This design comes from an exercise in tuning for small area, a short achievable clock period and few clock cycles per item on the open sky130 flow, not from production work. Function was checked by simulation only, so behaviour that the tests miss may differ from the original.

## flow/config.mk

```make
export PLATFORM = sky130hd
export DESIGN_NAME = alu_md_unit
export DESIGN_NICKNAME = alu_md_unit
export VERILOG_FILES = /design/flow/design.v
export SDC_FILE = /design/flow/constraint.sdc
export NUM_CORES = 4
export LEC_CHECK = 0
export CAP_MARGIN = 20
export CORE_MARGIN = 2
export CORE_UTILIZATION = 40
export SLEW_MARGIN = 20
```

## flow/constraint.sdc

```tcl
create_clock -name core_clock -period 7.0 [get_ports {clk}]
set_input_delay 1.4000 -clock core_clock [delete_from_list [all_inputs] [get_ports {clk}]]
set_output_delay 1.4000 -clock core_clock [all_outputs]
set_load 0.01 [all_outputs]
```

## flow/design.v

```verilog
module alu_md_unit #(
    parameter int XLEN     = 32,
    parameter bit ENABLE_M = 1'b1
) (
    input  logic            clk,
    input  logic            rst,
    input  logic            in_valid,
    output logic            in_ready,
    input  logic            Branch,
    input  logic            ALUAdd,
    input  logic            ALUOp,
    input  logic [6:0]      funct7,
    input  logic [2:0]      funct3,
    input  logic [XLEN-1:0] op_a,
    input  logic [XLEN-1:0] op_b,
    output logic            out_valid,
    input  logic            out_ready,
    output logic [XLEN-1:0] result,
    output logic            out_illegal,
    output logic            zero
);
    localparam logic [3:0] B_ADD = 4'd0, B_SUB = 4'd1, B_SLL = 4'd2, B_SLT = 4'd3,
                           B_SLTU = 4'd4, B_XOR = 4'd5, B_SRL = 4'd6, B_SRA = 4'd7,
                           B_OR = 4'd8, B_AND = 4'd9, B_ILL = 4'd10;
    localparam logic [2:0] S_IDLE = 3'd0, S_MITER = 3'd1, S_CORR = 3'd2, S_DITER = 3'd3,
                           S_FIN = 3'd4;
    logic [3:0] bop_f3, dbop;
    logic       dm;
    always_comb begin
        case (funct3)
            3'b000:  bop_f3 = B_ADD;
            3'b001:  bop_f3 = B_SLL;
            3'b010:  bop_f3 = B_SLT;
            3'b011:  bop_f3 = B_SLTU;
            3'b100:  bop_f3 = B_XOR;
            3'b101:  bop_f3 = (ALUOp && funct7[5]) ? B_SRA : B_SRL;
            3'b110:  bop_f3 = B_OR;
            default: bop_f3 = B_AND;
        endcase
        dm   = 1'b0;
        dbop = B_ILL;
        if (ALUAdd) dbop = B_ADD;
        else if (Branch) dbop = B_SUB;
        else if (ALUOp || funct7 == 7'b0000000) dbop = bop_f3;
        else if (funct7 == 7'b0100000) begin
            if (funct3 == 3'b000) dbop = B_SUB;
            else if (funct3 == 3'b101) dbop = B_SRA;
        end else if (funct7 == 7'b0000001 && ENABLE_M) dm = 1'b1;
    end
    logic        v1;               
    logic [2:0]  st;
    logic        m;                
    logic [3:0]  bop;              
    logic [2:0]  f3;               
    logic [31:0] A, B;
    logic        bx;               
    logic [32:0] acc;
    logic        sa, sb, pa, pb;   
    logic        qprev, corr, bz;
    logic [4:0]  cnt;
    logic [3:0]  s2;               
    logic is_div;
    assign is_div = f3[2];
    logic        mul_sa, mul_sb;
    logic [31:0] za_in, zb_in;
    logic [5:0]  lza, lzb;
    assign mul_sa = (f3[1:0] != 2'b11);             
    assign mul_sb = (f3[1] == 1'b0);                
    assign za_in  = A ^ {32{!is_div && mul_sa && A[31]}};
    assign zb_in  = B ^ {32{!is_div && mul_sb && B[31]}};
    always_comb begin
        lza = 6'd32;
        for (int i = 0; i < 32; i++) if (za_in[i]) lza = 6'(31 - i);
        lzb = 6'd32;
        for (int i = 0; i < 32; i++) if (zb_in[i]) lzb = 6'(31 - i);
    end
    logic [5:0] dd;
    logic       dneg, bzero;
    assign dd    = lzb - lza;
    assign dneg  = lzb < lza;
    assign bzero = lzb[5];
    logic       swp;
    logic [5:0] zq;
    logic [4:0] nd;                
    logic       q_signed, mc_signed;
    assign swp       = lzb > lza;
    assign zq        = swp ? lzb : lza;
    assign nd        = (zq == 6'd0) ? 5'd16 : 5'(6'(6'd34 - zq) >> 1);
    assign q_signed  = swp ? mul_sb : mul_sa;
    assign mc_signed = swp ? mul_sa : mul_sb;
    logic phase_s0, ph_nega, ph_negb, ph_mul_s0, ph_div_s0, in_miter, in_diter, in_corr, in_fin;
    assign phase_s0  = v1 && m && st == S_IDLE;
    assign ph_nega   = phase_s0 && is_div && pa;
    assign ph_negb   = phase_s0 && is_div && !pa && pb;
    assign ph_div_s0 = phase_s0 && is_div && !pa && !pb;
    assign ph_mul_s0 = phase_s0 && !is_div;
    assign in_miter  = st == S_MITER;
    assign in_diter  = st == S_DITER;
    assign in_corr   = st == S_CORR;
    assign in_fin    = st == S_FIN;
    logic [2:0] bd;
    logic       pp_zero, pp_two, pp_neg;
    assign bd      = {A[1], A[0], qprev};
    assign pp_zero = (bd == 3'b000) || (bd == 3'b111);
    assign pp_two  = (bd == 3'b011) || (bd == 3'b100);
    assign pp_neg  = bd[2];
    logic [34:0] ax, ay, sum;
    logic        cin;
    logic        fin_rem, fin_inv;
    assign fin_rem = f3[1];
    assign fin_inv = fin_rem ? sa : ((sa ^ sb) && !bz);
    always_comb begin
        ax  = '0;
        ay  = '0;
        cin = 1'b0;
        if (in_miter) begin
            ax  = {{2{acc[32]}}, acc};
            ay  = pp_zero ? 35'd0 : (pp_two ? {bx, bx, B, 1'b0} : {{3{bx}}, B});
            ay  = ay ^ {35{pp_neg && !pp_zero}};
            cin = pp_neg && !pp_zero;
        end else if (in_corr) begin
            ax  = {{2{acc[32]}}, acc};
            ay  = {{3{bx}}, B};
        end else if (in_diter) begin
            ax  = {2'b00, acc};
            ay  = ~{3'b000, B};
            cin = 1'b1;
        end else if (in_fin) begin
            ax  = {3'b000, fin_rem ? acc[31:0] : A} ^ {35{fin_inv}};
            cin = fin_inv;
        end else if (ph_nega) begin
            ax  = ~{3'b000, A};
            cin = 1'b1;
        end else if (ph_negb) begin
            ay  = ~{3'b000, B};
            cin = 1'b1;
        end else begin
            ax  = {{3{bop == B_SLT && A[31]}}, A};
            ay  = {{3{bx}}, B};
            if (bop != B_ADD) begin
                ay  = ~ay;
                cin = 1'b1;
            end
        end
    end
    assign sum = ax + ay + {34'd0, cin};
    logic [31:0] sh_h, sh_l, sh_out;
    logic [4:0]  sh_n;
    logic [63:0] sh_cat;
    always_comb begin
        sh_h = '0;
        sh_l = A;
        sh_n = B[4:0];
        if (in_fin) begin
            sh_n = {s2, 1'b0};
            if (f3[1:0] == 2'b00) begin
                sh_h = acc[31:0];
                sh_l = A;
            end else begin
                sh_h = {32{acc[32]}};
                sh_l = acc[31:0];
            end
        end else if (ph_div_s0) begin
            sh_h = {1'b0, B[31:1]};
            sh_l = {B[0], 31'd0};
            sh_n = ~dd[4:0];
        end else if (bop == B_SLL) begin
            sh_h = {1'b0, A[31:1]};
            sh_l = {A[0], 31'd0};
            sh_n = ~B[4:0];
        end else if (bop == B_SRA) begin
            sh_h = {32{A[31]}};
        end
    end
    assign sh_cat = {sh_h, sh_l} >> sh_n;
    assign sh_out = sh_cat[31:0];
    logic [31:0] res;
    logic        done, out_free, fire, accept;
    always_comb begin
        res = '0;
        if (m) begin
            res = is_div ? sum[31:0] : sh_out;
        end else begin
            case (bop)
                B_ADD, B_SUB:        res = sum[31:0];
                B_SLT, B_SLTU:       res = {31'd0, sum[34]};
                B_XOR:               res = A ^ B;
                B_OR:                res = A | B;
                B_AND:               res = A & B;
                B_SLL, B_SRL, B_SRA: res = sh_out;
                default:             res = '0;
            endcase
        end
    end
    assign done     = v1 && (m ? in_fin : 1'b1);
    assign out_free = !out_valid || out_ready;
    assign fire     = done && out_free;
    assign in_ready = !v1 || fire;
    assign accept   = in_valid && in_ready;
    always_ff @(posedge clk or posedge rst) begin
        if (rst) begin
            v1 <= 1'b0;
            st <= S_IDLE;
            out_valid <= 1'b0;
        end else begin
            if (accept) v1 <= 1'b1;
            else if (fire) v1 <= 1'b0;
            if (fire) out_valid <= 1'b1;
            else if (out_ready) out_valid <= 1'b0;
            if (fire) st <= S_IDLE;
            else if (ph_mul_s0) st <= S_MITER;
            else if (ph_div_s0) st <= (bzero || dneg) ? S_FIN : S_DITER;
            else if (in_miter && cnt == 5'd0) st <= corr ? S_CORR : S_FIN;
            else if (in_corr) st <= S_FIN;
            else if (in_diter && cnt == 5'd0) st <= S_FIN;
        end
    end
    always_ff @(posedge clk) begin
        if (accept) begin
            A     <= op_a;
            B     <= op_b;
            m     <= dm;
            bop   <= dbop;
            f3    <= funct3;
            bx    <= (dbop == B_SLT) && !dm && op_b[31];
            sa    <= dm && funct3[2] && !funct3[0] && op_a[31];
            sb    <= dm && funct3[2] && !funct3[0] && op_b[31];
            pa    <= dm && funct3[2] && !funct3[0] && op_a[31];
            pb    <= dm && funct3[2] && !funct3[0] && op_b[31];
        end else if (ph_nega) begin
            A  <= sum[31:0];
            pa <= 1'b0;
        end else if (ph_negb) begin
            B  <= sum[31:0];
            pb <= 1'b0;
        end else if (ph_div_s0) begin
            acc <= {1'b0, A};
            A   <= bzero ? '1 : '0;
            B   <= sh_out;
            cnt <= dd[4:0];
            bz  <= bzero;
        end else if (ph_mul_s0) begin
            acc   <= '0;
            qprev <= 1'b0;
            if (swp) begin
                A  <= B;
                B  <= A;
                bx <= mul_sa && A[31];
                corr <= !mul_sb && B[31];
            end else begin
                bx <= mul_sb && B[31];
                corr <= !mul_sa && A[31];
            end
            cnt <= 5'(nd - 5'd1);
            s2  <= 4'(5'd16 - nd);
        end else if (in_miter) begin
            acc   <= sum[34:2];
            A     <= {sum[1:0], A[31:2]};
            qprev <= A[1];
            cnt   <= cnt - 5'd1;
        end else if (in_corr) begin
            acc <= sum[32:0];
        end else if (in_diter) begin
            if (!sum[34]) acc <= sum[32:0];
            A   <= {A[30:0], !sum[34]};
            B   <= {1'b0, B[31:1]};
            cnt <= cnt - 5'd1;
        end
    end
    always_ff @(posedge clk) begin
        if (fire) begin
            result      <= res;
            out_illegal <= !m && (bop == B_ILL);
        end
    end
    assign zero = (result == '0);
endmodule
```

## flow/run.sh

```bash
#!/bin/bash
# synth_recipe.tcl (not shown) runs the flow's synth.tcl, then flattens the netlist and writes it again
# the make line also repeats each setting of config.mk as NAME=value (left out here)
make -C /OpenROAD-flow-scripts/flow DESIGN_CONFIG=/design/flow/config.mk WORK_HOME=/design/flow/orfs CLKGATE_MAP_FILE= SYNTH_SCRIPT=/design/flow/synth_recipe.tcl finish
```

==> metrics.md <==
| Metric | Value |
|---|---|
| Vias per cell | `7.29` |
| Ys async rst share | `0.0313` |
| DP HPWL | `103000 um` |
| Critical Path End Type | `flip-flop` |
| Port Buffer Count | `roughly 120` |
| Initial Utilization | `0.403` |
| Post-Syn Area | `approximately 23000 um2` |
| Cts bufs inserted | `17` |
| Share of cells above drive strength 1 | `0.135` |
| Tcrit/Tclk final | `0.983` |
| Fmax | `145 MHz` |
| Placed insts | `~3.8k` |
| CP Data Arrival Time | `between 7000 and 8000 ps` |
| Die W | `between 200 and 250 um` |
| Yosys top cell by area | `edfxtp_1` |
| CTS tree | `yes` |
| Vias in the first global route | `25.4k` |
| Largest cells by area after synthesis | `edfxtp_1, a21oi_1, mux2i_1, ha_1, o21ai_0` |
| DR vias | `~28k` |
| Hold Crit Depth | `2` |
| I/O pin count | `117` |
| H-tree depth reported by CTS | `4` |
| Class of the worst hold path | `reg2reg` |
| Worst Path Max Fanout | `20` |
| Post-CTS sizing | `0` |
| Finish-stage setup viols | `0` |
| Global-route wire length before repair | `between 150000 and 200000 um` |
| WP data required | `7380 ps` |
| Reg2reg end | `result[22]` |
| Startpoint Class | `flip-flop` |
| Prevailing post-synth register cell | `edfxtp_1` |
| Total grt overflow | `0` |
| Post-synthesis sequential area ratio | `0.211` |
| Worst Hold Path EP | `out_valid` |
| GP Congestion | `between 1 and 1.5` |
| GRT Overall Usage | `0.445` |
| DRT iter0 DRCs | `slightly below 5k` |
| Mapped Avg Cell Area | `7.61 um2` |
| Core area | `between 50000 and 60000 um2` |
| R2R depth | `20` |
| Area grow syn2layout | `15.6%` |
| Status | `complete, no violations` |
| Synth cell types | `99` |
| Setup TNS | `0 ps` |
| Worst min-delay path startpoint | `out_valid` |
| Later-pin clock latency in the skew report | `520 ps` |
| Clk_skew | `between 15 and 20 ps` |
| Reg clk slew, reported paths | `80 ps` |
| Drt first pass iters | `10` |
| Residual DRC | `0` |
| Slew HR | `0.184` |
| Clk sinks | `160` |
| Cell row count | `87` |
| Antenna viol nets, final | `0` |
| Worst slew pin tran | `1220 ps` |
| Syn nets | `between 3k and 4k` |
| Yosys reg bits | `160` |
| Minimum clock period | `about 6900 ps` |
| Height of the die | `242 um` |
| Non-filler cells, final | `about 3.8k` |
| Max Slew Vio Count | `0` |
| Flop2flop setup slack | `~120 ps` |
| Share of the synthesized area in the top cell type | `0.205` |
| Final wirelength | `135000 um` |
| RR Startpoint | `f3[2]` |
| Number of synthesized flops with an enable pin | `between 150 and 200` |
| RSZ-0062 raised after global routing | `no` |
| YS warnings | `1` |
| Post-synthesis cell count | `2982` |
| Pin count of the biggest net entering global routing | `between 60 and 70` |
| Initial antenna violation count | `3` |
| # hold bufs at CTS | `0` |
| CTS Buffer Depth | `2` |
| Root Driver | `clkbuf_16` |
| Final #Nets | `roughly 3.2k` |
| Critical path type | `reg2reg` |
| WL/cell | `about 35 um` |
| Post-CTS Setup Inserts | `0` |
| Max-Cap Viols | `0` |
| Die area | `just under 60000 um2` |
| Fin. Hold Viols | `0` |
## final cells by class
| type | instances | area (um2) |
|---|---|---|
| repair buffers | 362 | 3070 |
| inverters | 104 | 392 |
| clock buffers | 17 | 425 |
| fillers | 5646 | 30000 |
| clock inverters | 15 | 128 |
| multi-input cells | 2403 | 16500 |
| flip-flops and latches | 160 | 4780 |
| diodes | 2 | 5.00 |
| well taps | 756 | 946 |
## stage by stage
stage,utilization,setup WS (ps),area (um2),hold WS (ps)
floorplan,-,266,22700,491
global placement,0.456,231,25700,525
detailed placement,0.456,238,25700,524
CTS,0.466,212,26200,542
global route,0.466,12.0,26200,565
finish,0.466,118,26200,541
## logic make-up after synthesis
| group | count (synthesis) | synth area share |
|---|---|---|
| simple gates | 823 | 0.174 |
| mux | 183 | 0.0882 |
| fa+ha+maj | 111 | 0.0621 |
| flops | 160 | 0.211 |
| buf+inv | 419 | 0.0734 |
| xor+xnor | 100 | 0.0389 |
| compound gates | 1186 | 0.353 |
## cell usage after synthesis (52+ instances only)
| library cell | instances |
|---|---|
| a21oi_1 | 340 |
| a22oi_1 | 99 |
| clkbuf_1 | 246 |
| edfxtp_1 | 155 |
| ha_1 | 107 |
| inv_1 | 100 |
| mux2i_1 | 147 |
| nand2_1 | 238 |
| nand3_1 | 52 |
| nor2_1 | 231 |
| nor3_1 | 88 |
| o211ai_1 | 79 |
| o21ai_0 | 211 |
| xor2_1 | 72 |
## registers in the layout, indices dropped and copies added, names as in the netlist, 3 cells and up
| name | flops |
|---|---|
| result | 32 |
| acc | 33 |
| cnt | 5 |
| f3 | 3 |
| B | 32 |
| A | 32 |
| s2 | 4 |
| bop | 4 |
| st | 3 |
## metal layers
layer  wire (um)  vias up  global-route usage
met4       10500        4               0.277
met5          29        -             0.00245
met1       52300    13300               0.587
li1            -    11600                   -
met3       17100      563               0.115
met2       54600     2366               0.645
## critical path, stage by stage (launching register included)
cell,delay (ps)
edfxtp_1,570
a21oi_2,170
buf_4,190
nand2_1,350
nor3_1,300
a21oi_1,100
o41ai_1,800
buf_4,240
inv_1,80
fa_1,440
xor2_1,310
nand4_1,430
o211a_1,380
nor2_2,160
buf_12,190
buf_4,270
mux4_2,330
mux2i_1,620
o21ai_0,270
o21ai_0,360
buf_4,170
## how the worst max path moves through the flow
stage	from	end	slack (ps)	depth (start not counted)
floorplan	st[0]	acc[0]	270	22
global placement	B[31]	result[22]	230	20
detailed placement	B[31]	result[26]	240	19
CTS	B[31]	result[26]	210	19
global route	f3[1]	acc[15]	10	19
finish	f3[2]	result[22]	120	20
## placed cells by master (no fill, tap or decap), types with 24 or more instances in the layout
master and n:
clkdlybuf4s50_1 116, o221a_2 32, o211ai_1 79, nor3_1 87, buf_4 241, o21ai_0 210
edfxtp_1 155, inv_1 99, xor2_1 71, o22ai_1 49, mux2_2 25, nand4_1 40
a22oi_1 98, a21o_1 31, nand3_1 50, nor4_1 33, nor2b_1 24, a221oi_1 43
nand2_1 236, a21oi_1 335, xnor2_1 27, ha_1 107, mux2i_1 147, a211oi_1 32
a221o_1 38, o221ai_1 46, nor2_1 225
Testbench counts, summed over its fixed seeds: cycles 27,876, ops 9,600.

-- port drivers added, routing unchanged --
No port has a modelled driver above. Below, the same layout with a new extraction and two added sets of constraints.
Step 1: set_driving_cell puts a clkbuf_16 on clk and a buf_2 on each other input, an assumption about the parent block.
Step 2, shift: input delay + t, output delay - t, t = (earliest + latest rising clock arrival at the registers) / 2. This alone moves slack from input paths to output paths.
Three values: no drivers, after step 1, after step 2; two values: the first two.
t, ns: 0.562
setup WS [ns]: 0.118 / 0.118 / 0.118
latest minus earliest clock arrival (ns): 0.019 / 0.019
worst slew at a driven data input, ns: 0.08
After both steps this run still meets setup and hold. The setup slack of this run moves by 0.000 ns with the drivers and by 0.000 ns with both steps.
